What follows belongs to an exercise in optimizing a design on an open flow for small area, a short achievable clock period and few clock cycles; a production flow would make more cautious choices.
Function was checked by simulation only, so behaviour that the tests miss may differ from the original.
Power figures rest on the tool's default switching activity, not on a simulated workload.

## run.sh

```bash
#!/bin/bash
# synth_recipe.tcl (not shown) runs the flow's synth.tcl, then flattens the netlist and writes it again
# the make line also repeats each setting of config.mk as NAME=value (left out here)
make -C /OpenROAD-flow-scripts/flow DESIGN_CONFIG=/design/flow/config.mk WORK_HOME=/design/flow/orfs CLKGATE_MAP_FILE= SYNTH_SCRIPT=/design/flow/synth_recipe.tcl finish
```

## config.mk

```make
export PLATFORM = sky130hd
export DESIGN_NAME = ptranspose
export DESIGN_NICKNAME = ptranspose
export VERILOG_FILES = /design/flow/design.v
export SDC_FILE = /design/flow/constraint.sdc
export NUM_CORES = 4
export LEC_CHECK = 0
export CAP_MARGIN = 20
export CORE_MARGIN = 2
export CORE_UTILIZATION = 40
export SLEW_MARGIN = 20
```

## constraint.sdc

```tcl
create_clock -name core_clock -period 4.4 [get_ports {clk}]
set_input_delay 0.8800 -clock core_clock [delete_from_list [all_inputs] [get_ports {clk}]]
set_output_delay 0.8800 -clock core_clock [all_outputs]
set_load 0.01 [all_outputs]
```

## design.v

```verilog
`timescale 1ns/100ps
module ptranspose (
	input  logic        clk,
	input  logic        rst,
	input  logic        in_valid,
	input  logic [31:0] in_data,
	output logic        in_ready,
	output logic        out_valid,
	output logic [31:0] out_data,
	input  logic        out_ready
);
	logic [3:0] wcnt;     
	logic [3:0] rcnt;     
	logic       rpar;     
	logic       full;     
	logic       wpar;     
	logic       sk_valid;
	logic [31:0] sk_data;
	logic wr_en, rd_en, take;
	assign wpar     = rpar ^ full;
	assign rd_en    = full && !sk_valid;
	assign in_ready = !full || (wcnt != rcnt) || rd_en;
	assign wr_en    = in_valid && in_ready;
	assign take     = out_valid && out_ready;
	always_ff @(posedge clk or posedge rst) begin
		if (rst) begin
			wcnt <= '0;
			rcnt <= '0;
			rpar <= 1'b0;
			full <= 1'b0;
		end else begin
			if (wr_en) wcnt <= wcnt + 1'b1;
			if (rd_en) rcnt <= rcnt + 1'b1;
			if (rd_en && rcnt == 4'd15) rpar <= !rpar;
			if (wr_en && wcnt == 4'd15) full <= 1'b1;
			else if (rd_en && rcnt == 4'd15) full <= 1'b0;
		end
	end
	logic [1:0] wrow, rcol;
	assign wrow = wcnt[2:1];    
	assign rcol = rcnt[2:1];    
	logic [7:0] bank_q [4];
	for (genvar b = 0; b < 4; b++) begin : gen_bank
		logic [7:0] mem [16];
		logic [1:0] wk, rk;
		logic [3:0] waddr, raddr;
		logic [7:0] wdata;
		assign wk = 2'(b) - wrow;
		assign rk = 2'(b) - rcol;
		assign waddr = wpar ? {wcnt[0], wk, wcnt[3]} : wcnt;
		assign raddr = rpar ? rcnt : {rcnt[0], rk, rcnt[3]};
		assign wdata = in_data[8*wk +: 8];
		always_ff @(posedge clk) begin
			if (wr_en) mem[waddr] <= wdata;
		end
		assign bank_q[b] = mem[raddr];
	end
	logic [31:0] rd_data;
	always_comb begin
		for (int k = 0; k < 4; k++) begin
			rd_data[8*k +: 8] = bank_q[2'(k) + rcol];
		end
	end
	always_ff @(posedge clk or posedge rst) begin
		if (rst) begin
			out_valid <= 1'b0;
			sk_valid  <= 1'b0;
		end else begin
			if (!out_valid || take) begin
				out_valid <= sk_valid || rd_en;
				sk_valid  <= 1'b0;
			end else if (rd_en) begin
				sk_valid  <= 1'b1;
			end
		end
	end
	always_ff @(posedge clk) begin
		if (!out_valid || take) begin
			out_data <= sk_valid ? sk_data : rd_data;
		end
		if (rd_en && out_valid && !out_ready) begin
			sk_data <= rd_data;
		end
	end
endmodule
```

==> results of run 1 <==
[cell usage after synthesis (4+ instances only)]
library cell | n | area share [%]
o211ai_1 | 5 | 0.14
a32o_1 | 4 | 0.15
mux4_2 | 132 | 11
o221ai_1 | 4 | 0.13
a32oi_1 | 22 | 0.72
o21ai_0 | 6 | 0.11
mux4_1 | 5 | 0.49
inv_1 | 12 | 0.17
clkbuf_1 | 43 | 0.60
nand2b_1 | 5 | 0.12
nand4_1 | 17 | 0.40
buf_2 | 30 | 0.56
nor2b_1 | 5 | 0.12
a31oi_1 | 40 | 0.94
o22ai_1 | 21 | 0.49
nand3_1 | 52 | 0.97
buf_6 | 5 | 0.21
ha_1 | 7 | 0.33
xor2_1 | 7 | 0.23
xnor2_1 | 10 | 0.33
dfrtp_1 | 12 | 1.1
mux2i_1 | 159 | 6.0
nand3b_1 | 4 | 0.11
mux2_2 | 5 | 0.21
nor3_1 | 11 | 0.21
a22oi_1 | 100 | 2.8
buf_1 | 17 | 0.24
and2_1 | 9 | 0.21
nor3b_1 | 6 | 0.17
a222oi_1 | 16 | 0.60
o211a_1 | 5 | 0.19
buf_4 | 12 | 0.34
a21oi_1 | 21 | 0.39
or2_2 | 7 | 0.16
o21a_1 | 4 | 0.11
edfxtp_1 | 576 | 65
nand2_1 | 107 | 1.5
nor2_1 | 96 | 1.3
[cell usage in the layout (no fill, tap or decap), types with 21 or more instances in the layout]
cell type,instances
clkbuf_16,59
buf_4,68
mux4_2,132
a32oi_1,22
clkdlybuf4s50_1,69
a31oi_1,40
a22oi_1,100
nand2_1,107
o22ai_1,21
nor2_1,95
a21oi_1,21
mux2i_1,158
edfxtp_1,576
nand3_1,52
[metrics by stage]
stage,setup WS (ns),std cells,util [%]
after global routing,0.5507,2641,46.20
after floorplan,0.7067,1633,-
after CTS,0.8002,2641,46.20
final,0.7875,2641,46.20
after global placement,0.8767,2531,43.31
after detailed placement,0.8602,2531,43.31
[logic make-up (layout without fill, tap and decap cells)]
| logic type | count (synthesis) | in the layout |
|---|---|---|
| XOR/XNOR | 17 | 17 |
| multiplexers | 304 | 304 |
| AO/OA/AOI/OAI | 268 | 268 |
| AND/OR/NAND/NOR | 328 | 328 |
| flip-flops | 588 | 588 |
| buffers and inverters | 121 | 265 |
| adder cells (fa/ha/maj) | 7 | 7 |
[layout make-up]
type,count,area (um2),area share [%]
clock buffer,69,1514,4.967
sequential,588,17610,57.77
timing repair buffer,141,1281,4.203
inverter,14,52.55,0.1724
tap,864,1081,3.547
multi-input combinational,924,8553,28.06
clock inverter,41,389.1,1.277
[routing by layer]
layer | wire length, um | part of all wire (%) | GRT usage (%)
met1 | 30230 | 42 | 28.73
met2 | 32630 | 46 | 31.22
met3 | 6498 | 9.1 | 5.397
met4 | 2142 | 3.0 | 6.897
met5 | 14 | 0.020 | 0
[registers in the layout, summed over array words and instances, names as in the netlist]
register      flops
out_data         32
out_valid         1
rpar              1
sk_valid          1
rcnt              4
full              1
sk_data          32
wcnt              4
gen_bank.mem    512
[final timing paths]
kind | startpoint | depth (start not counted) | slack [ns] | to
setup / recovery | rcnt[1] | 5 | 0.79 | in_ready
hold / removal | sk_data[6] | 2 | 0.60 | out_data[6]
setup reg to reg | rcnt[1] | 8 | 0.81 | out_data[27]
hold reg to reg | sk_data[6] | 2 | 0.60 | out_data[6]
max in group asynchronous | rst | 2 | 3.28 | rcnt[3]
min in group asynchronous | rst | 2 | 0.64 | out_valid
[power groups by stage]
| stage | Sequential [mW] | Combinational [mW] | Clock, mW |
|---|---|---|---|
| finish | 9.34 | 12.8 | 4.97 |
| CTS | 9.35 | 12.7 | 5.05 |
| global route | 9.47 | 13.6 | 5.26 |
| floorplan | 9.21 | 8.10 | 0 |
| global placement | 9.43 | 12.5 | 0 |
| detailed placement | 9.46 | 12.6 | 0 |
[worst min-delay path, cell delays in order (launching register included)]
cell       delay, ns
edfxtp_1        0.32
o2bb2ai_1       0.06
a21oi_1         0.10
==> out/qor.yml, run 1 <==
drv_slew: 0
path_cells: "buf_12 > xor2_1 > nor3_1 > nand4_1 > clkdlybuf4s50_1"
status: "timing/DRC/antenna clean"
setup_viol: 0
critPathTopFamily: "buffers and inverters"
critPathMaxFanout: 46
min_path_type: "reg2reg"
core-area_mm2: 0.06598
drt_first_pass_iters: 7
ys.flop_type: "edfxtp_1"
switching_share_pct: 40.81
die_x_um: 262.4
synthSimpleGateAreaFrac_pct: 5.571
whs_ns: 0.5988
synth_edf_count: 576
ys_warn_count: 2
numCtsBuffers: 59
max_slew_margin_pct: 27.51
fin_setup_tns_ns: 0
first_iter_violations: 1904
synth.avg_cell_area_um2: 16.35
rows: 94
max_stage_delay_ns: 0.61
synth-compound-area-share_pct: 7.455
vias: 16200
p_per_area_mw_per_mm2: 888.9
fin_crit_ns: 3.612
portBuffers: 69
grt_max_degree: 47
cts.sinks: 588
end_kind: "output port"
yosysUniqueCellTypes: 58
io_pins: 70
ctsResizeCount: 0
antenna_found_initial: 3
leakage_nw: 10.04
cp.required_ns: 3.52
cts_buffer_depth: 3
cts_tree: "done"
clock.fmax_ghz: 0.2768
intPower_mw: 16.04
clk_latency_ns: 0.64
arrival_ns: 2.73
synth_mux_area_share_pct: 18.04
ant_nets: 0
grt_pass1_wl_um: 105600
hold_viol: 0
nFillCells: 5563
viasPerCell: 6.136
root_buffer: "clkbuf_16"
h-tree-depth: 2
die-area_mm2: 0.06884
power_mw: 27.09
async_flop_share_pct: 2.041
synth_area_mm2: 0.02670
area_delta_synth_final_pct: 14.15
finalInstanceArea_mm2: 0.03048
place.gp.congestion: 0.8378
overflow: 0
period_share_pct: 82.10
grt_use_total_pct: 20.51
crit_buf_inv: 2
synth_fa_ha_area_share_pct: 0.3280
synth_nets: 1676
post_cts_buffers: 0
finClkSkew_ns: 0.02287
drive_above_1_share_pct: 18.18
yosys_register_bits: 588
drv_cap: 0
initial_utilization_pct: 40.47
max-vdd-ir-drop_uv: 519.9
pwr-share-clk_pct: 18.3
synth_xor_area_share_pct: 0.5576
power.share.combinational_pct: 47.2
wl_um: 71510
clkTransAtPathRegs_ns: 0.07
critical_path_class: "reg2out"
drc: 0
slowest_stage: "dfrtp_4"
seqPwrFrac_pct: 34.5
worstMarginPinSlew_ns: 1.083
netSwitchingPower_mw: 11.06
synth_top_family_by_area: "multiplexers"
synthCells: 1633
fin_nets: 1771
grt_pass1_vias: 16040
yosysSeqAreaShare_pct: 65.90
wl_per_cell_um: 27.08
dpl_cell_area_mm2: 0.02858
start_kind: "register"
hpwl_um: 48490
rsz0062_at_grt: "no"
fp.dieH_um: 262.4
cts.hold.buffers_added: 0
diodes: 0
Testbench counts, summed over its fixed seeds: cycles 6,280.
==> inputs of run 2 (changes only) <==
==> design.v (replaced) <==
`timescale 1ns/100ps
module ptranspose (
	input  logic        clk,
	input  logic        rst,
	input  logic        in_valid,
	input  logic [31:0] in_data,
	output logic        in_ready,
	output logic        out_valid,
	output logic [31:0] out_data,
	input  logic        out_ready
);
	logic [3:0]  wcnt;      
	logic [3:0]  rcnt;      
	logic [15:0] rsel;      
	logic        rsel0_n;   
	logic [15:1] rsel_q;
	logic        in_block;  
	logic        rpar;      
	logic        ahead;     
	logic        wpar;      
	logic can_read, rd_en, wr_en, wr_last, rd_last, ahead_n;
	always_comb begin
		if (ahead) can_read = 1'b1;
		else case ({rcnt[3], rcnt[0]})
			2'b00: can_read = wcnt[3] || wcnt[2:0] == 3'd7;
			2'b10: can_read = wcnt[3];
			2'b01: can_read = wcnt == 4'd15;
			default: can_read = 1'b0;
		endcase
	end
	assign rd_en   = can_read && (!out_valid || out_ready);
	assign rsel     = {rsel_q, !rsel0_n};
	assign in_ready = !in_block;
	assign wr_en    = in_valid && in_ready;
	assign wr_last = wcnt == 4'd15;
	assign rd_last = rcnt == 4'd15;
	assign ahead_n = ahead ? !(rd_en && rd_last) : (wr_en && wr_last);
	logic [3:0] wcnt_i, rcnt_i, wcnt_n, rcnt_n;
	assign wcnt_i = wcnt + 1'b1;
	assign rcnt_i = rcnt + 1'b1;
	assign wcnt_n = wr_en ? wcnt_i : wcnt;
	assign rcnt_n = rd_en ? rcnt_i : rcnt;
	always_ff @(posedge clk or posedge rst) begin
		if (rst) begin
			wcnt      <= '0;
			rcnt      <= '0;
			rsel0_n   <= 1'b0;
			rsel_q    <= '0;
			rpar      <= 1'b0;
			ahead     <= 1'b0;
			wpar      <= 1'b0;
			in_block  <= 1'b0;
			out_valid <= 1'b0;
		end else begin
			wcnt <= wcnt_n;
			rcnt <= rcnt_n;
			if (rd_en) begin
				rsel0_n <= !rsel[15];
				rsel_q  <= rsel[14:0];
			end
			if (rd_en && rd_last) rpar <= !rpar;
			ahead <= ahead_n;
			if (wr_en && wr_last) wpar <= !wpar;
			in_block <= ahead_n && (wcnt_n == rcnt_n);
			if (!out_valid || out_ready) out_valid <= can_read;
		end
	end
	logic [7:0] wbus [4];
	for (genvar b = 0; b < 4; b++) begin : gen_wbus
		logic [1:0] lane;
		assign lane    = 2'(b) - wcnt[2:1];
		assign wbus[b] = in_data[8*lane +: 8];
	end
	logic [7:0] slot [8][8];
	logic [31:0] rd_data;
	for (genvar R = 0; R < 8; R++) begin : gen_r
		for (genvar C = 0; C < 8; C++) begin : gen_c
			logic we;
			assign we = in_ready && (wpar ? (wcnt == 4'(2 * C + R / 4)) : (wcnt == 4'(2 * R + C / 4)));
			always_ff @(posedge clk) begin
				if (we) slot[R][C] <= wbus[(R + C) % 4];
			end
		end
	end
	always_comb begin
		rd_data = '0;
		for (int k = 0; k < 4; k++) begin
			for (int c = 0; c < 8; c++) begin
				for (int h = 0; h < 2; h++) begin
					if (rsel[2*c + h] && !rpar) rd_data[8*k +: 8] = rd_data[8*k +: 8] | slot[4*h + k][c];
					if (rsel[2*c + h] &&  rpar) rd_data[8*k +: 8] = rd_data[8*k +: 8] | slot[c][4*h + k];
				end
			end
		end
	end
	always_ff @(posedge clk) begin
		if (!out_valid || out_ready) out_data <= rd_data;
	end
endmodule
--- a/config.mk
+++ b/config.mk
@@ -8,4 +8,8 @@
 export CAP_MARGIN = 20
 export CORE_MARGIN = 2
-export CORE_UTILIZATION = 40
+export CORE_UTILIZATION = 30
+export CTS_CLUSTER_DIAMETER = 80
+export CTS_CLUSTER_SIZE = 24
+export SETUP_SLACK_MARGIN = 2.3
 export SLEW_MARGIN = 20
+export TNS_END_PERCENT = 30
==> run 2 against run 1 <==
  * Critical path type is now reg2reg
  * Via count rose by 29%
  * Highest routed layer unchanged
  * Sequential cell count decreased by 15
  * Non-clock buffer count rose by 278
  * Still clean on timing, DRC and antenna
  * Largest cell class unchanged
==> out/qor.yml, run 2 <==
status: "timing/DRC/antenna clean"
reg2reg_to: "slot[55][5]"
layout_common_cells: "edfxtp_1, buf_4, a22oi_1"
synth_most_common_cell: "edfxtp_1"
synth_edf_count: 544  # -5.6%
yosysTopAreaCell: "edfxtp_1"
min_path_cells: 1  # -1
clkTransAtPathRegs_ns: 0.09  # +0.02 ns
critPathMaxFanout: 6  # -87%
antenna_found_initial: 9  # +6
drc: 0  # unchanged
die-area_mm2: 0.08534  # +24%
post-place-ws_ns: 1.105  # +0.2452 ns
overflow: 0  # unchanged
synth_area_mm2: 0.02491  # -6.7%
crit_buf_inv: 5  # +3
ys_warn_count: 3  # +1
cp_common_cell: "buf_4"
synth_mux_area_share_pct: 5.230  # -13 points
grt_pass1_wl_um: 157500  # +49%
min_to: "rcnt[2]"
largest_reg_flops: 512  # unchanged
p_per_area_mw_per_mm2: 862.9  # -2.9%
fin_crit_ns: 2.324  # -1.288 ns
place.gp.congestion: 0.9707  # +16%
drive_above_1_share_pct: 32.82  # +15 points
path_cells: "buf_6 > ha_4 > buf_4 > buf_4 > buf_4 > mux2i_1 > nor2_4 > buf_4"
rr_worst_depth: 8  # unchanged
max_slew_margin_pct: 51.48  # +24 points
arrival_ns: 2.64  # -0.09 ns
cts.sinks: 573  # -2.6%
ant_nets: 0  # unchanged
cts_buffer_depth: 3  # unchanged
synthSimpleGateAreaFrac_pct: 6.245  # +0.67 points
nFillCells: 7442  # +34%
synthTopCellsByCount: "edfxtp_1, a22oi_1, nand2_1, clkbuf_1, a21oi_1"
viasPerCell: 6.785  # +11%
drt_first_pass_iters: 10  # +3
dpl_cell_area_mm2: 0.02750  # -3.8%
hold_viol: 0  # unchanged
drv_slew: 0  # unchanged
fp.dieH_um: 292.1  # +11%
period_share_pct: 52.83  # -29 points
portBuffers: 69  # unchanged
synth.avg_cell_area_um2: 14.69  # -10%
synthCells: 1695  # +3.8%
clock.fmax_ghz: 0.4302  # +55%
rows: 105  # +12%
synth_fa_ha_area_share_pct: 0.3517  # +0.024 points
first_iter_violations: 5083  # +170%
final_common_cell: "edfxtp_1"
worst_slack_ns: 2.076  # +1.288 ns
rr_startpoint: "wcnt[1]"
setup_viol: 0  # unchanged
area_delta_synth_final_pct: 30.84
numCtsBuffers: 34  # -42%
grt_max_degree: 40  # -15%
synth-compound-area-share_pct: 16.38  # +8.9 points
max-vdd-ir-drop_uv: 608.9  # +17%
fin_setup_tns_ns: 0  # unchanged
ys.flop_type: "edfxtp_1"
clk_latency_ns: 0.60  # -0.04 ns
cts_tree: "done"
initial_utilization_pct: 30.33  # -10 points
drv_cap: 0  # unchanged
core-area_mm2: 0.08211  # +24%
diodes: 0  # unchanged
synth_nets: 1738  # +3.7%
dp.cells: 2774  # +9.6%
regMostFlops: "slot"
grt_use_total_pct: 26.66  # +6.2 points
synth_top_family_by_area: "compound AO/OA/AOI/OAI gates"
whs_ns: 0.5718  # -0.02707 ns
end_kind: "register"
yosys_register_bits: 573  # -2.6%
synth_top_area_share_pct: 65.59  # +0.82 points
worstMarginPinSlew_ns: 0.7278  # -0.3547 ns
leakage_nw: 10.73  # +6.9%
h-tree-depth: 2  # unchanged
synth_area_leaders: "edfxtp_1, a22oi_1, a222oi_1, dfrtp_1, mux4_2"
root_buffer: "clkbuf_16"
vias: 20940  # +29%
yosysSeqAreaShare_pct: 68.51  # +2.6 points
hpwl_um: 73240  # +51%
fin_util_pct: 39.69  # -6.5 points
wl_per_cell_um: 40.16  # +48%
finClkSkew_ns: 0.02186  # -0.001006 ns
instances_no_fill: 3087  # +17%
start_kind: "register"
critPathTopFamily: "buffers and inverters"
die_x_um: 292.1  # +11%
finalInstanceArea_mm2: 0.03259  # +6.9%
worstHoldStart: "rcnt[2]"
synth_xor_area_share_pct: 0.5878  # +0.030 points
grt_pass1_vias: 18790  # +17%
min_path_type: "reg2reg"
wl_um: 124000  # +73%
io_pins: 70  # unchanged
async_flop_share_pct: 5.061  # +3.0 points
yosysUniqueCellTypes: 58  # unchanged
power_mw: 28.12  # +3.8%
critical_path_class: "reg2reg"
fin_nets: 2043  # +15%
reg_top3: "slot x512, out_data x32, rsel_q x15"
max_stage_delay_ns: 0.45  # -0.16 ns
rsz0062_at_grt: "yes"
r2r_setup_slack_ns: 2.08  # +1.27 ns
slowest_stage: "dfrtp_2"
cp.required_ns: 4.72  # +1.20 ns
## run 2: changes by cell type after synthesis, sizes merged, moves of 25 or more
cell and change:
mux2i -147, mux4 -107, a22oi +87, a222oi +61
a21oi +58, a221oi +54, nor2 -46, a22o +44
clkbuf +41, mux2 +35, edfxtp -32, nand4 +28
a31oi -25
## run 2: metal layers
metal | share of wire (%) | track usage, % | vias to the layer above
li1 | - | - | 7694
met4 | 8.0 | 16.53 | 6
met1 | 35 | 34.78 | 10380
met2 | 40 | 37.24 | 2289
met3 | 17 | 10.04 | 575
met5 | 0.033 | 0 | -
## run 2: worst max-delay path by stage
stage                            start      endpoint  slack (ns)  cells after the start
after floorplan                wcnt[2]   slot[19][0]        2.09                      5
after global placement        in_block    slot[8][6]        0.87                      4
after detailed placement       wcnt[1]   slot[58][6]        1.11                      6
after CTS                 out_data[30]  out_data[30]        2.01                      1
after global routing        rsel_q[12]  out_data[17]        2.08                      6
final                          wcnt[1]   slot[55][5]        2.08                      8
## run 2: final cells by class
| class | count | area, um2 | area share, % |
|---|---|---|---|
| Sequential cell | 573 | 17130 | 52.56 |
| Multi-Input combinational cell | 963 | 8267 | 25.37 |
| Timing Repair Buffer | 419 | 4726 | 14.50 |
| Tap cell | 1070 | 1339 | 4.108 |
| Clock buffer | 38 | 929.6 | 2.853 |
| Clock inverter | 15 | 151.4 | 0.4646 |
| Inverter | 9 | 47.55 | 0.1459 |
## run 2: where the power goes
part / switching [mW] / leakage [nW] / internal, mW
Clock: 1.96 / 0.536 / 1.59
Sequential: 1.15 / 5.23 / 8.56
Combinational: 9.29 / 4.96 / 5.58
Total: 12.4 / 10.7 / 15.7
## run 2: logic make-up (layout without fill, tap and decap cells)
kind of cell               count (synthesis)  count (layout)
AOI/OAI and AO/OA                        533             535
xor gates and xnor gates                  15              15
adders and majority gates                  7               7
buffers and inverters                    161             481
DFF                                      573             573
muxes                                     85              85
and+or+nand+nor                          321             321
## run 2: repair_timing
item | in CTS | in global routing
buffers inserted | 110 | 135
hold buffers | 0 | 0
pin swaps | 41 | 77
gates cloned | 5 | 10
resized for setup | 168 | 175
endpoints found under the setup margin | 862 | 660
hold endpoints to repair | 0 | 0
Testbench counts of run 2, summed over its fixed seeds: cycles 6,264.
==> inputs of run 3 (changes only) <==
--- a/config.mk
+++ b/config.mk
@@ -11,4 +11,5 @@
 export CTS_CLUSTER_DIAMETER = 80
 export CTS_CLUSTER_SIZE = 24
+export PLACE_DENSITY = 0.7
 export SETUP_SLACK_MARGIN = 2.3
 export SLEW_MARGIN = 20
==> run 3 against run 2 <==
  * Sequential power is 0.6% higher
  * Critical path type unchanged
  * Routed wire length is 5.5% lower
  * First-iteration DRC count is 1.6% higher
  * Still clean on timing, DRC and antenna
==> out/qor.yml, run 3 <==
synthSimpleGateAreaFrac_pct: 6.245  # unchanged
hold_viol: 0  # unchanged
min_path_cells: 1  # unchanged
max-vdd-ir-drop_uv: 655.2  # +7.6%
clock.fmax_ghz: 0.4235  # -1.6%
arrival_ns: 2.74  # +0.10 ns
viasPerCell: 6.870  # +1.3%
max_stage_delay_ns: 0.51  # +0.06 ns
synth_mux_area_share_pct: 5.230  # unchanged
synth.avg_cell_area_um2: 14.69  # unchanged
fin_setup_tns_ns: 0  # unchanged
crit_buf_inv: 1  # -4
synth_area_leaders: "edfxtp_1, a22oi_1, a222oi_1, dfrtp_1, mux4_2"
portBuffers: 69  # unchanged
die_x_um: 292.1  # unchanged
first_iter_violations: 5166  # +1.6%
leakage_nw: 10.01  # -6.7%
io_pins: 70  # unchanged
grt_max_degree: 40  # unchanged
grt_pass1_wl_um: 153500  # -2.6%
root_buffer: "clkbuf_16"
synthCells: 1695  # unchanged
start_kind: "register"
drc: 0  # unchanged
drv_cap: 0  # unchanged
clkTransAtPathRegs_ns: 0.10  # about the same
drv_slew: 0  # unchanged
async_flop_share_pct: 5.061  # unchanged
largest_reg_flops: 512  # unchanged
overflow: 0  # unchanged
path_cells: "buf_4 > a22o_1 > a222oi_1 > nand3_1 > a21oi_2 > o21ai_2"
yosys_register_bits: 573  # unchanged
post-place-ws_ns: 1.157  # +0.05136 ns
cp.required_ns: 4.78  # +0.06 ns
core-area_mm2: 0.08211  # unchanged
wl_um: 117100  # -5.5%
place.gp.congestion: 1.017  # +4.7%
rr_startpoint: "rsel_q[12]"
yosysUniqueCellTypes: 58  # unchanged
multi_input_comb_area_mm2: 0.008074  # -2.3%
antenna_found_initial: 9  # unchanged
layout_common_cells: "edfxtp_1, a22oi_1, buf_4"
h-tree-depth: 1  # -1
cts.sinks: 573  # unchanged
reg2reg_to: "out_data[26]"
synth_nets: 1738  # unchanged
vias: 20650  # -1.4%
period_share_pct: 53.67  # +0.84 points
drt_first_pass_iters: 11  # +1
rr_worst_depth: 6  # -2
finClkSkew_ns: 0.02362  # +0.001753 ns
r2r_setup_slack_ns: 2.04  # -0.04 ns
worst_slack_ns: 2.039  # -0.03694 ns
synth-compound-area-share_pct: 16.38  # unchanged
end_kind: "register"
fp.dieH_um: 292.1  # unchanged
cts_buffer_depth: 3  # unchanged
clk_latency_ns: 0.64  # +0.04 ns
fin_crit_ns: 2.361  # +0.03694 ns
regMostFlops: "slot"
final_common_cell: "edfxtp_1"
synth_top_area_share_pct: 65.59  # unchanged
rsz0062_at_grt: "yes"
setup_viol: 0  # unchanged
grt_pass1_vias: 19100  # +1.7%
ys.flop_type: "edfxtp_1"
yosysSeqAreaShare_pct: 68.51  # unchanged
synth_xor_area_share_pct: 0.5878  # unchanged
rows: 105  # unchanged
synth_edf_count: 544  # unchanged
ys_warn_count: 3  # unchanged
worstHoldStart: "rcnt[2]"
nFillCells: 7415  # -0.36%
max_slew_margin_pct: 39.25  # -12 points
p_per_area_mw_per_mm2: 844.3  # -2.2%
synth_most_common_cell: "edfxtp_1"
numCtsBuffers: 29  # -15%
initial_utilization_pct: 30.33  # unchanged
status: "timing/DRC/antenna clean"
area_delta_synth_final_pct: 25.17
fin_nets: 1960  # -4.1%
die-area_mm2: 0.08534  # unchanged
critPathMaxFanout: 30  # +24
synthTopCellsByCount: "edfxtp_1, a22oi_1, nand2_1, clkbuf_1, a21oi_1"
synth_top_family_by_area: "compound AO/OA/AOI/OAI gates"
drive_above_1_share_pct: 28.70  # -4.1 points
grt_use_total_pct: 25.49  # -1.2 points
critical_path_class: "reg2reg"
hpwl_um: 69640  # -4.9%
reg_top3: "slot x512, out_data x32, rsel_q x15"
min_to: "rcnt[2]"
wl_per_cell_um: 38.96  # -3.0%
seq_area_mm2: 0.01713  # about the same
cts.hold.buffers_added: 0  # unchanged
yosysTopAreaCell: "edfxtp_1"
synth_fa_ha_area_share_pct: 0.3517  # unchanged
synth_area_mm2: 0.02491  # unchanged
slowest_stage: "dfrtp_2"
cts_tree: "done"
min_path_type: "reg2reg"
worstMarginPinSlew_ns: 0.9094  # +0.1815 ns
critPathTopFamily: "compound AO/OA/AOI/OAI gates"
ant_nets: 0  # unchanged
==> run 3: cell counts after synthesis <==
Identical to the previous run, type by type.
==> run 3: worst max path at each step <==
stage | cells past startpoint | from | end
2_1_floorplan | 5 | wcnt[2] | slot[19][0]
6_report | 6 | rsel_q[12] | out_data[26]
3_5_place_dp | 7 | wcnt[1] | slot[33][6]
3_3_place_gp | 7 | wcnt[1] | slot[51][0]
4_1_cts | 1 | out_data[7] | out_data[7]
5_1_grt | 8 | rpar | out_data[11]
==> run 3: area by class of cell <==
type | instances | share of cell area (%)
clock inverters | 6 | 0.2930
diodes | 6 | 0.04816
multi-input cells | 962 | 25.90
repair inverters | 1 | 0.02408
flip-flops and latches | 573 | 54.94
well taps | 1070 | 4.295
clock buffers | 38 | 2.436
inverters | 9 | 0.1686
repair buffers | 341 | 11.89
==> run 3: power by group <==
| group | switching [mW] | internal, mW | leakage, nW |
|---|---|---|---|
| logic | 8.68 | 4.76 | 4.36 |
| registers | 1.21 | 8.56 | 5.23 |
| clock network | 1.81 | 1.30 | 0.411 |
| total | 11.7 | 14.6 | 10.0 |
==> run 3: cell families after synthesis <==
family / Yosys count
adders and majority gates: 7
AOI/OAI and AO/OA: 533
buffers and inverters: 161
xor gates and xnor gates: 15
and+or+nand+nor: 321
DFF: 573
muxes: 85
==> run 3: what timing repair did <==
action	CTS	global route
gates resized for setup	157	144
endpoints found under the setup margin	892	529
endpoints found under the hold margin	0	0
cloned	6	1
setup buffers	109	67
pin swaps	46	48
==> run 3: per-stage QoR <==
step	hold WS, ns	total power, mW	std cells	area (um2)	utilization [%]
2_1_floorplan	0.4787	14.77	1695	25120	-
3_3_place_gp	0.4780	19.51	2769	27330	33.28
3_5_place_dp	0.4906	19.63	2773	27430	33.41
4_1_cts	0.5521	24.24	2932	30130	36.70
5_1_grt	0.6049	26.55	3000	31160	37.95
6_report	0.5796	26.32	3006	31170	37.97
==> run 3: routing by layer <==
layer	share of wire (%)	routed length, um	up-vias	GRT usage [%]
met4	9.4	11060	6	18.33
met3	19	21710	620	11.11
met1	33	38370	9990	31.91
li1	-	-	7517	-
met5	0.037	43	-	0
met2	39	45930	2519	34.87
==> inputs of run 4 (changes only) <==
--- a/design.v
+++ b/design.v
@@ -12,9 +12,5 @@
 	logic [3:0]  wcnt;      
 	logic [3:0]  rcnt;      
-	logic [15:0] rsel;      
-	logic        rsel0_n;   
-	logic [15:1] rsel_q;
-	logic        in_block;  
-	logic        rpar;      
+	logic [31:0] rsel;      
 	logic        ahead;     
 	logic        wpar;      
@@ -30,7 +26,5 @@
 	end
 	assign rd_en   = can_read && (!out_valid || out_ready);
-	assign rsel     = {rsel_q, !rsel0_n};
-	assign in_ready = !in_block;
-	assign wr_en    = in_valid && in_ready;
+	assign wr_en   = in_valid && in_ready;
 	assign wr_last = wcnt == 4'd15;
 	assign rd_last = rcnt == 4'd15;
@@ -45,22 +39,16 @@
 			wcnt      <= '0;
 			rcnt      <= '0;
-			rsel0_n   <= 1'b0;
-			rsel_q    <= '0;
-			rpar      <= 1'b0;
+			rsel      <= 32'd1;
 			ahead     <= 1'b0;
 			wpar      <= 1'b0;
-			in_block  <= 1'b0;
+			in_ready  <= 1'b1;
 			out_valid <= 1'b0;
 		end else begin
 			wcnt <= wcnt_n;
 			rcnt <= rcnt_n;
-			if (rd_en) begin
-				rsel0_n <= !rsel[15];
-				rsel_q  <= rsel[14:0];
-			end
-			if (rd_en && rd_last) rpar <= !rpar;
+			if (rd_en) rsel <= {rsel[30:0], rsel[31]};
 			ahead <= ahead_n;
 			if (wr_en && wr_last) wpar <= !wpar;
-			in_block <= ahead_n && (wcnt_n == rcnt_n);
+			in_ready <= !ahead_n || (wcnt_n != rcnt_n);
 			if (!out_valid || out_ready) out_valid <= can_read;
 		end
@@ -88,6 +76,6 @@
 			for (int c = 0; c < 8; c++) begin
 				for (int h = 0; h < 2; h++) begin
-					if (rsel[2*c + h] && !rpar) rd_data[8*k +: 8] = rd_data[8*k +: 8] | slot[4*h + k][c];
-					if (rsel[2*c + h] &&  rpar) rd_data[8*k +: 8] = rd_data[8*k +: 8] | slot[c][4*h + k];
+					if (rsel[2*c + h]) rd_data[8*k +: 8] = rd_data[8*k +: 8] | slot[4*h + k][c];
+					if (rsel[16 + 2*c + h]) rd_data[8*k +: 8] = rd_data[8*k +: 8] | slot[c][4*h + k];
 				end
 			end
--- a/config.mk
+++ b/config.mk
@@ -11,5 +11,4 @@
 export CTS_CLUSTER_DIAMETER = 80
 export CTS_CLUSTER_SIZE = 24
-export PLACE_DENSITY = 0.7
 export SETUP_SLACK_MARGIN = 2.3
 export SLEW_MARGIN = 20
==> run 4 against run 3 <==
  * Still clean
  * Global-route usage rose by 0.28 points
  * Critical path depth rose by 3
  * Synthesized cell count fell by 5.9%
  * First-iteration DRC count fell by 7.1%
  * Worst setup slack got worse by 0.024 ns
  * Critical path type unchanged
  * Largest cell class unchanged
  * Highest routed layer is now met4
==> out/qor.yml, run 4 <==
overflow: 0  # unchanged
rows: 105  # unchanged
crit_buf_inv: 4  # +3
async_flop_share_pct: 7.483  # +2.4 points
max-vdd-ir-drop_uv: 637.4  # -2.7%
grt_max_degree: 45  # +13%
clock.fmax_ghz: 0.4192  # -1.0%
die-area_mm2: 0.08462  # -0.84%
critPathTopFamily: "buffers and inverters"
synth_most_common_cell: "edfxtp_1"
synth_area_mm2: 0.02469  # -0.85%
yosysUniqueCellTypes: 44  # -24%
die_x_um: 290.9  # -0.42%
cts_buffer_depth: 3  # unchanged
grt_pass1_wl_um: 151200  # -1.5%
max_slew_margin_pct: 37.99  # -1.3 points
layout_common_cells: "edfxtp_1, a22oi_1, buf_4"
numCtsBuffers: 31  # +6.9%
seqPwrFrac_pct: 49.3  # +12 points
regMostFlops: "slot"
first_iter_violations: 4797  # -7.1%
synthCells: 1595  # -5.9%
largest_reg_flops: 512  # unchanged
netSwitchingPower_mw: 7.214  # -38%
finalInstanceArea_mm2: 0.03071  # -1.5%
drv_slew: 0  # unchanged
drc: 0  # unchanged
critPathMaxFanout: 8  # -73%
clk_latency_ns: 0.64  # about the same
period_share_pct: 54.22  # +0.55 points
yosysTopAreaCell: "edfxtp_1"
synth_area_leaders: "edfxtp_1, a22oi_1, dfrtp_1, mux4_2, nand4_1"
grt_use_total_pct: 25.77  # +0.28 points
cts.hold.buffers_added: 0  # unchanged
cp.required_ns: 4.91  # +0.13 ns
rr_startpoint: "wcnt[0]"
yosysSeqAreaShare_pct: 70.62  # +2.1 points
hpwl_um: 69920  # +0.41%
max_stage_delay_ns: 0.44  # -0.07 ns
arrival_ns: 2.90  # +0.16 ns
wl_per_cell_um: 41.19  # +5.7%
initial_utilization_pct: 30.17  # -0.16 points
fin_crit_ns: 2.386  # +0.02429 ns
h-tree-depth: 1  # unchanged
grt_pass1_vias: 17850  # -6.6%
wl_um: 118400  # +1.1%
leakage_nw: 10.27  # +2.6%
min_path_cells: 1  # unchanged
rsz0062_at_grt: "yes"
ys.flop_type: "edfxtp_1"
finClkSkew_ns: 0.03373  # +0.01012 ns
worst_slack_ns: 2.014  # -0.02429 ns
drv_cap: 0  # unchanged
pwr-share-clk_pct: 16.8  # +5.0 points
status: "timing/DRC/antenna clean"
synth_edf_count: 544  # unchanged
power.share.combinational_pct: 33.8  # -17 points
viasPerCell: 6.765  # -1.5%
end_kind: "register"
synthTopCellsByCount: "edfxtp_1, a22oi_1, clkbuf_1, nand4_1, nor2_1"
switching_share_pct: 37.60  # -6.9 points
final_common_cell: "edfxtp_1"
fin_setup_tns_ns: 0  # unchanged
vias: 19440  # -5.8%
r2r_setup_slack_ns: 2.01  # -0.02 ns
critical_path_class: "reg2reg"
synth.avg_cell_area_um2: 15.48  # +5.4%
synth_top_area_share_pct: 66.15  # +0.56 points
min_path_type: "reg2reg"
area_delta_synth_final_pct: 24.38
cts_tree: "done"
post-place-ws_ns: 1.363  # +0.2066 ns
path_cells: "buf_12 > ha_4 > ha_4 > nor3b_4 > o41ai_4 > buf_6 > buf_4 > buf_12 > mux2_2"
antenna_found_initial: 3  # -6
root_buffer: "clkbuf_16"
min_to: "rcnt[2]"
fin_nets: 1828  # -6.7%
clkTransAtPathRegs_ns: 0.09  # about the same
portBuffers: 69  # unchanged
io_pins: 70  # unchanged
start_kind: "register"
ys_warn_count: 3  # unchanged
synth_nets: 1638  # -5.8%
yosys_register_bits: 588  # +2.6%
drt_first_pass_iters: 10  # -1
setup_viol: 0  # unchanged
p_per_area_mw_per_mm2: 624.6  # -26%
slowest_stage: "dfrtp_2"
ant_nets: 0  # unchanged
worstHoldStart: "rcnt[2]"
reg_top3: "slot x512, out_data x32, rsel x32"
dpl_cell_area_mm2: 0.02701  # -1.5%
drive_above_1_share_pct: 29.89  # +1.2 points
reg2reg_to: "rsel[20]"
whs_ns: 0.5501  # -0.02958 ns
fp.dieH_um: 290.9  # -0.42%
hold_viol: 0  # unchanged
intPower_mw: 11.97  # -18%
worstMarginPinSlew_ns: 0.9301  # +0.02070 ns
rr_worst_depth: 9  # +3
core-area_mm2: 0.08185  # -0.32%
cts.sinks: 588  # +2.6%
place.gp.congestion: 0.9596  # -5.6%
nFillCells: 7542  # +1.7%
run 4: per-layer routing:
metal | GRT usage (%) | vias up | part of all wire, % | routed length [um]
met5 | 0 | - | 0 | 0
met4 | 14.66 | 0 | 7.8 | 9276
met3 | 8.765 | 496 | 17 | 19710
met2 | 37.96 | 2265 | 41 | 48980
met1 | 33.14 | 9605 | 34 | 40400
li1 | - | 7078 | - | -
run 4: cell type report:
class                   count  area (um2)  area share, %
well taps                1070        1339          4.359
flip-flops and latches    588       17490          56.94
repair buffers            297        3283          10.69
inverters                   7       31.28         0.1018
diodes                      1       2.502       0.008148
clock buffers              38       802.0          2.611
clock inverters            13       105.1         0.3422
multi-input cells         860        7664          24.95
run 4: worst max-delay path by stage:
stage,to,startpoint,cells past startpoint
global route,rsel[20],wcnt[0],9
global placement,in_ready,out_ready,8
finish,rsel[20],wcnt[0],9
CTS,out_data[14],rsel[19],5
detailed placement,slot[30][0],wcnt[2],2
floorplan,in_ready,out_ready,6
run 4: cells by family after synthesis:
kind of cell,count (synthesis),share of synthesized area (%)
buffers and inverters,147,2.366
XOR/XNOR,7,0.3040
adder cells (fa/ha/maj),7,0.3547
multiplexers,69,4.621
flip-flops,588,70.62
AO/OA/AOI/OAI,495,15.45
AND/OR/NAND/NOR,282,6.278
run 4: per-stage QoR:
stage | power [mW] | instances | utilization (%)
global route | 19.41 | 2873 | 37.52
detailed placement | 14.33 | 2676 | 33.00
CTS | 18.40 | 2783 | 35.50
global placement | 14.26 | 2676 | 32.97
finish | 19.18 | 2874 | 37.53
floorplan | 11.42 | 1595 | -
run 4: power groups by stage:
stage,Sequential (mW),Combinational (mW),Clock (mW)
after floorplan,9.07,2.36,0
after global placement,9.53,4.73,0
after detailed placement,9.53,4.81,0
after CTS,9.36,5.83,3.21
after global routing,9.51,6.51,3.39
final,9.47,6.49,3.23
run 4: what timing repair did:
action / CTS / global route
gates resized for setup: 102 / 242
cloned: 2 / 10
buffers inserted: 54 / 80
pin swaps: 32 / 68
endpoints found under the hold margin: 0 / 0
endpoints found under the setup margin: 896 / 701
Testbench counts of run 4, summed over its fixed seeds: cycles 6,264.

-- separate check: timing with driven ports --
The results above use ideal ports. As a check the final layouts listed here were re-extracted and re-timed, cells and wires unchanged. Step 1 sets driving cells, clkbuf_16 on the clock port and buf_2 on the other inputs (assumed; they add their load-dependent delay and slew). Step 2 moves the port delays by t, midway between the first and last clock arrival at a register: inputs arrive t later, outputs are due t later. That takes back most of the time a late clock gives input paths. a / b / c = ideal ports / drivers / drivers and shift; a / b = the first two.
run	shift t [ns]	setup WS [ns]	cell pins on the clock port's net
run 1	0.683	0.788 / 0.729 / 0.791	1
run 2	0.645	2.076 / 2.076 / 1.740	1
run 3	0.685	2.039 / 2.039 / 1.646	1
run 4	0.692	2.014 / 2.014 / 1.615	1
After both steps setup and hold are still met in every run listed. The setup slack of run 4, which loses most, moves by 0.000 ns with the drivers and by -0.399 ns with both steps.
